This is an optimization exercise on Yosys and OpenROAD, whose aim is a short achievable clock period and few clock cycles per item, not a production implementation. In this exercise RTL edits were held to simulation tests only and were not proved equivalent to the original. Power figures rest on the tool's default switching activity, not on a simulated workload.

==> inputs of v39 <==
==> flow/design.v (excerpt) <==
module dlx_core (
  input  wire logic        clk,
  input  wire logic        reset,
  input  wire logic        stall,
  input  wire logic [31:0] instr_data,
  output      logic [31:0] instr_addr,
  output      logic [31:0] retire_pc,
  output      logic        retire_write,
  output      logic [4:0]  retire_dest,
  output      logic [31:0] retire_data,
  output      logic        retire_valid
);
  function automatic logic [31:0] carries(input logic [31:0] g, input logic [31:0] t,
                                          input logic cin);
    logic [31:0] gg, tt, gn, tn;
    gg    = g;
    tt    = t;
    gg[0] = g[0] | (t[0] & cin);
    for (int k = 1; k < 32; k = k * 2) begin
      gn = gg;
      tn = tt;
      for (int i = k; i < 32; i++) begin
        gn[i] = gg[i] | (tt[i] & gg[i-k]);
        tn[i] = tt[i] & tt[i-k];
      end
      gg = gn;
      tt = tn;
    end
    carries = {gg[30:0], cin};
  endfunction
  logic [31:0] pc;
  logic        d_valid;
  logic [31:0] d_ir;
  logic [31:0] d_pc;
  logic [31:0] d_pc4;
  logic        d_pred;    
  logic        d_jr_ok;   
  logic [31:0] d_rf_a;    
  logic [31:0] d_rf_b;    
  logic        d_nz_a;    
  logic        d_one_a;   
  logic        d_whit_a;  
  logic        d_whit_b;  
  logic        d_rhit_a;  
  logic        d_rhit_b;  
  logic        d_ehit_a;  
  ...
export LEC_CHECK = 0
export CAP_MARGIN = 20
export CORE_MARGIN = 2
export CORE_UTILIZATION = 30
export PLACE_DENSITY = 0.5
export SLEW_MARGIN = 20
export SYNTH_HIERARCHICAL = 1
create_clock -name core_clock -period 9.0 [get_ports {clk}]
standard.sh (not shown) runs the stock make flow with config.mk's settings and CLKGATE_MAP_FILE= SYNTH_SCRIPT=/design/flow/synth_recipe.tcl, a recipe that flattens the netlist after the stock synthesis.
==> flow/flow/run.sh <==
#!/bin/bash
set -euo pipefail
here=$(pwd)
rm -rf "$here/scripts"
cp -r "$FLOW_HOME/scripts" "$here/scripts"
cp "$here/flow/abc_speed.script" "$here/scripts/abc_speed.script"
cp "$here/flow/synth_preamble.tcl" "$here/scripts/synth_preamble.tcl"
bash standard.sh SCRIPTS_DIR="$here/scripts" ADDER_MAP_FILE= SETUP_SLACK_MARGIN=6.3 \
  "BUFFER_PORTS_ARGS=-buffer_cell sky130_fd_sc_hd__buf_4" finish > "$here/standard_flow.log" 2>&1
Other scripts of this flow, unchanged in this note and not shown: flow/flow/abc_speed.script, flow/flow/synth_preamble.tcl
==> v11: changes against v39 <==
--- a/flow/design.v
+++ b/flow/design.v
@@ -122,13 +122,10 @@
   logic        d_whit_b;  
   logic        d_rhit_a;  
   logic        d_rhit_b;  
   logic        d_ehit_a;  
   logic        d_ehit_b;  
-  logic        d_op_r;    
-  logic        d_pass;    
-  logic        d_sub;     
   logic        d_rel_ok_b;  
   logic        d_rel_ok_j;  
   logic        e_valid;
   logic        e_wr;
   logic [4:0]  e_dest;
@@ -146,11 +143,10 @@
   logic [31:0] r_data;
   logic        r_zero;    
   logic [31:1] r_we;      
   logic [31:0] w_data;    
   logic        w_zero;
-  logic        w_one;     
   logic [31:0] lv31;      
   logic        lv31_ok;   
   logic        nopred;    
   wire  [32*32-1:0] rf;   
   wire  [31:0]      nz;   
@@ -182,11 +178,11 @@
   assign rs1  = d_ir[25:21];
   assign rs2  = d_ir[20:16];
   assign rd   = d_ir[15:11];
   assign fn   = d_ir[5:0];
   assign imm  = d_ir[15:0];
-  assign op_r    = d_op_r;           
+  assign op_r    = (op == 6'h00);
   assign fn_add  = (fn == 6'h20);
   assign fn_sub  = (fn == 6'h22);
   assign fn_and  = (fn == 6'h24);
   assign fn_or   = (fn == 6'h25);
   assign fn_xor  = (fn == 6'h26);
@@ -211,11 +207,11 @@
   assign b_reg   = {32{op_r}} & (d_rhit_b ? r_data : (d_whit_b ? w_data : d_rf_b));
   assign r_hit_a = d_rhit_a;
   assign e_hit_a = d_ehit_a;
   logic        pass;
   logic [31:0] b_next;
-  assign pass = d_pass;               
+  assign pass = op_link | (op_imm & rs1_zero);
   logic [31:0] b_imm;
   always_comb begin
     if (op_link)                 b_imm = d_pc4;
     else if (op_r)               b_imm = 32'd0;
     else if (op_addi)            b_imm = {{16{imm[15]}}, imm};
@@ -251,24 +247,18 @@
   assign redir_tgt = d_again ? d_pc :
                      op_jr   ? {jr_val[31:2], 2'b00} :
                      op_j    ? tgt_j :
                      d_pred  ? d_pc4 : tgt_b;
   logic src_one, d_to_zero;
-  assign src_one   = d_whit_a ? w_one : d_one_a;
+  assign src_one   = d_whit_a ? (w_data == 32'd1) : d_one_a;
   assign d_to_zero = op_addi & (rs2 == rs1) & (imm == 16'hffff) & ~e_hit_a &
-                     ~r_hit_a & src_one;    
+                     (r_hit_a ? (r_data == 32'd1) : src_one);
   logic [31:1] f_sel_a, f_sel_b;
   logic        f_r, fe_hit_a, fe_hit_b, fd_hit_a, fd_hit_b, fr_hit_a, fr_hit_b;
   logic [31:0] f_rf_a, f_rf_b;
   logic        f_nz_a, f_one_a;
   assign f_r      = (instr_data[31:26] == 6'h00);
-  logic f_pass, f_sub;
-  assign f_pass = (instr_data[31:26] == 6'h03) | (instr_data[31:26] == 6'h13) |
-                  (((instr_data[31:26] == 6'h08) | (instr_data[31:26] == 6'h0c) |
-                    (instr_data[31:26] == 6'h0d) | (instr_data[31:26] == 6'h0e)) &
-                   (instr_data[25:21] == 5'd0));
-  assign f_sub  = f_r & ((instr_data[5:0] == 6'h22) | (instr_data[5:0] == 6'h2a));
   assign fr_hit_a = r_wr & (r_dest == instr_data[25:21]);
   assign fr_hit_b = r_wr & (r_dest == instr_data[20:16]) & f_r;
   assign fe_hit_a = e_wr & (e_dest == instr_data[25:21]);
   assign fe_hit_b = e_wr & (e_dest == instr_data[20:16]) & f_r;
   assign fd_hit_a = d_valid & d_wr & (dest == instr_data[25:21]);
@@ -323,11 +313,11 @@
   logic [31:0] res;
   logic        lt;
   logic [31:0] g_next, t_next;
   logic        a31_next, b31_next;
   logic        sub;
-  assign sub = d_sub;                 
+  assign sub = op_r & (fn_sub | fn_slt);
   logic [31:0] e_p, sum;
   logic        z_add;
   assign e_p = e_t & ~e_g;                        
   assign sum = e_p ^ carries(e_g, e_t, e_cin);    
   assign lt  = (e_a31 ^ e_b31) ? e_a31 : sum[31];
@@ -372,13 +362,10 @@
       d_rhit_b <= 1'b0;
       d_ehit_a <= 1'b0;
       d_ehit_b <= 1'b0;
       d_rel_ok_b <= 1'b0;
       d_rel_ok_j <= 1'b0;
-      d_op_r  <= 1'b1;
-      d_pass  <= 1'b0;
-      d_sub   <= 1'b0;
     end else begin
       d_valid <= !stall & !d_redir;
       d_rf_a  <= f_rf_a;
       d_rf_b  <= f_rf_b;
       d_nz_a  <= f_nz_a;
@@ -387,13 +374,10 @@
       d_whit_b <= fr_hit_b & ~fe_hit_b;
       d_rhit_a <= fe_hit_a;
       d_rhit_b <= fe_hit_b;
       d_ehit_a <= fd_hit_a;
       d_ehit_b <= fd_hit_b;
-      d_op_r  <= f_r;
-      d_pass  <= f_pass;
-      d_sub   <= f_sub;
       d_rel_ok_b <= (f_cy[16] == instr_data[15]);
       d_rel_ok_j <= f_cy[16] ? (&instr_data[25:16]) : ~(|instr_data[25:16]);
       d_ir    <= instr_data;
       d_pc    <= pc;
       d_pc4   <= pc4;
@@ -457,15 +441,13 @@
   end
   always_ff @(posedge clk or posedge reset) begin
     if (reset) begin
       w_data <= 32'd0;
       w_zero <= 1'b1;
-      w_one  <= 1'b0;
     end else begin
       w_data <= r_data;
       w_zero <= r_zero;
-      w_one  <= (r_data == 32'd1);
     end
   end
   always_ff @(posedge clk or posedge reset) begin
     if (reset) begin
       r_valid <= 1'b0;
==> summary.txt <==
- v11 finished clean. v39 ran to the end with no violations.
- Against v39, the count of clock-buffer cells in the layout of v11 is lower by 22.
- Against v39, the flip-flop and latch count of v11 is lower by 4.
- Of v11 and v39, v11 has the higher total power (gap about 2.3%, measured against v39).
- Against v11, the synthesized cell count of v39 is higher by about 0.22%.
- Against v11, the non-clock buffer count of v39 is higher by 21.
- Against v39, the core utilization of v11 is lower by 0.16 points.
Testbench counts of v39, summed over its fixed seeds: cycles 40,424, instructions 40,000.
Testbench counts of v11, summed over its fixed seeds: cycles 40,424, instructions 40,000.

-- separate check: timing with driven ports --
Ports are ideal in the flow. The routed layouts listed here were re-timed in OpenROAD.
Step 1: set_driving_cell puts a clkbuf_16 on clk and a buf_2 on each other input, an assumption about the parent block.
Step 2 moves the port delays by t, midway between the first and last clock arrival at a register: inputs arrive t later, outputs are due t later. That takes back most of the time a late clock gives input paths.
Slacks: ideal ports / drivers / drivers and shift; pairs: ideal ports / drivers.
run	shift t [ns]	slack for setup (ns)	hold WS [ns]	slew at the worst register clock pin (ns)
v39	0.973	5.747 / 5.659 / 4.686	0.345 / 0.345 / 0.345	0.07 / 0.07
v11	0.972	5.354 / 5.354 / 4.525	0.348 / 0.348 / 0.348	0.07 / 0.07
After both steps every run listed still meets setup and hold. The setup slack of v39, which loses most, moves by -0.088 ns with the drivers and by -1.061 ns with both steps.
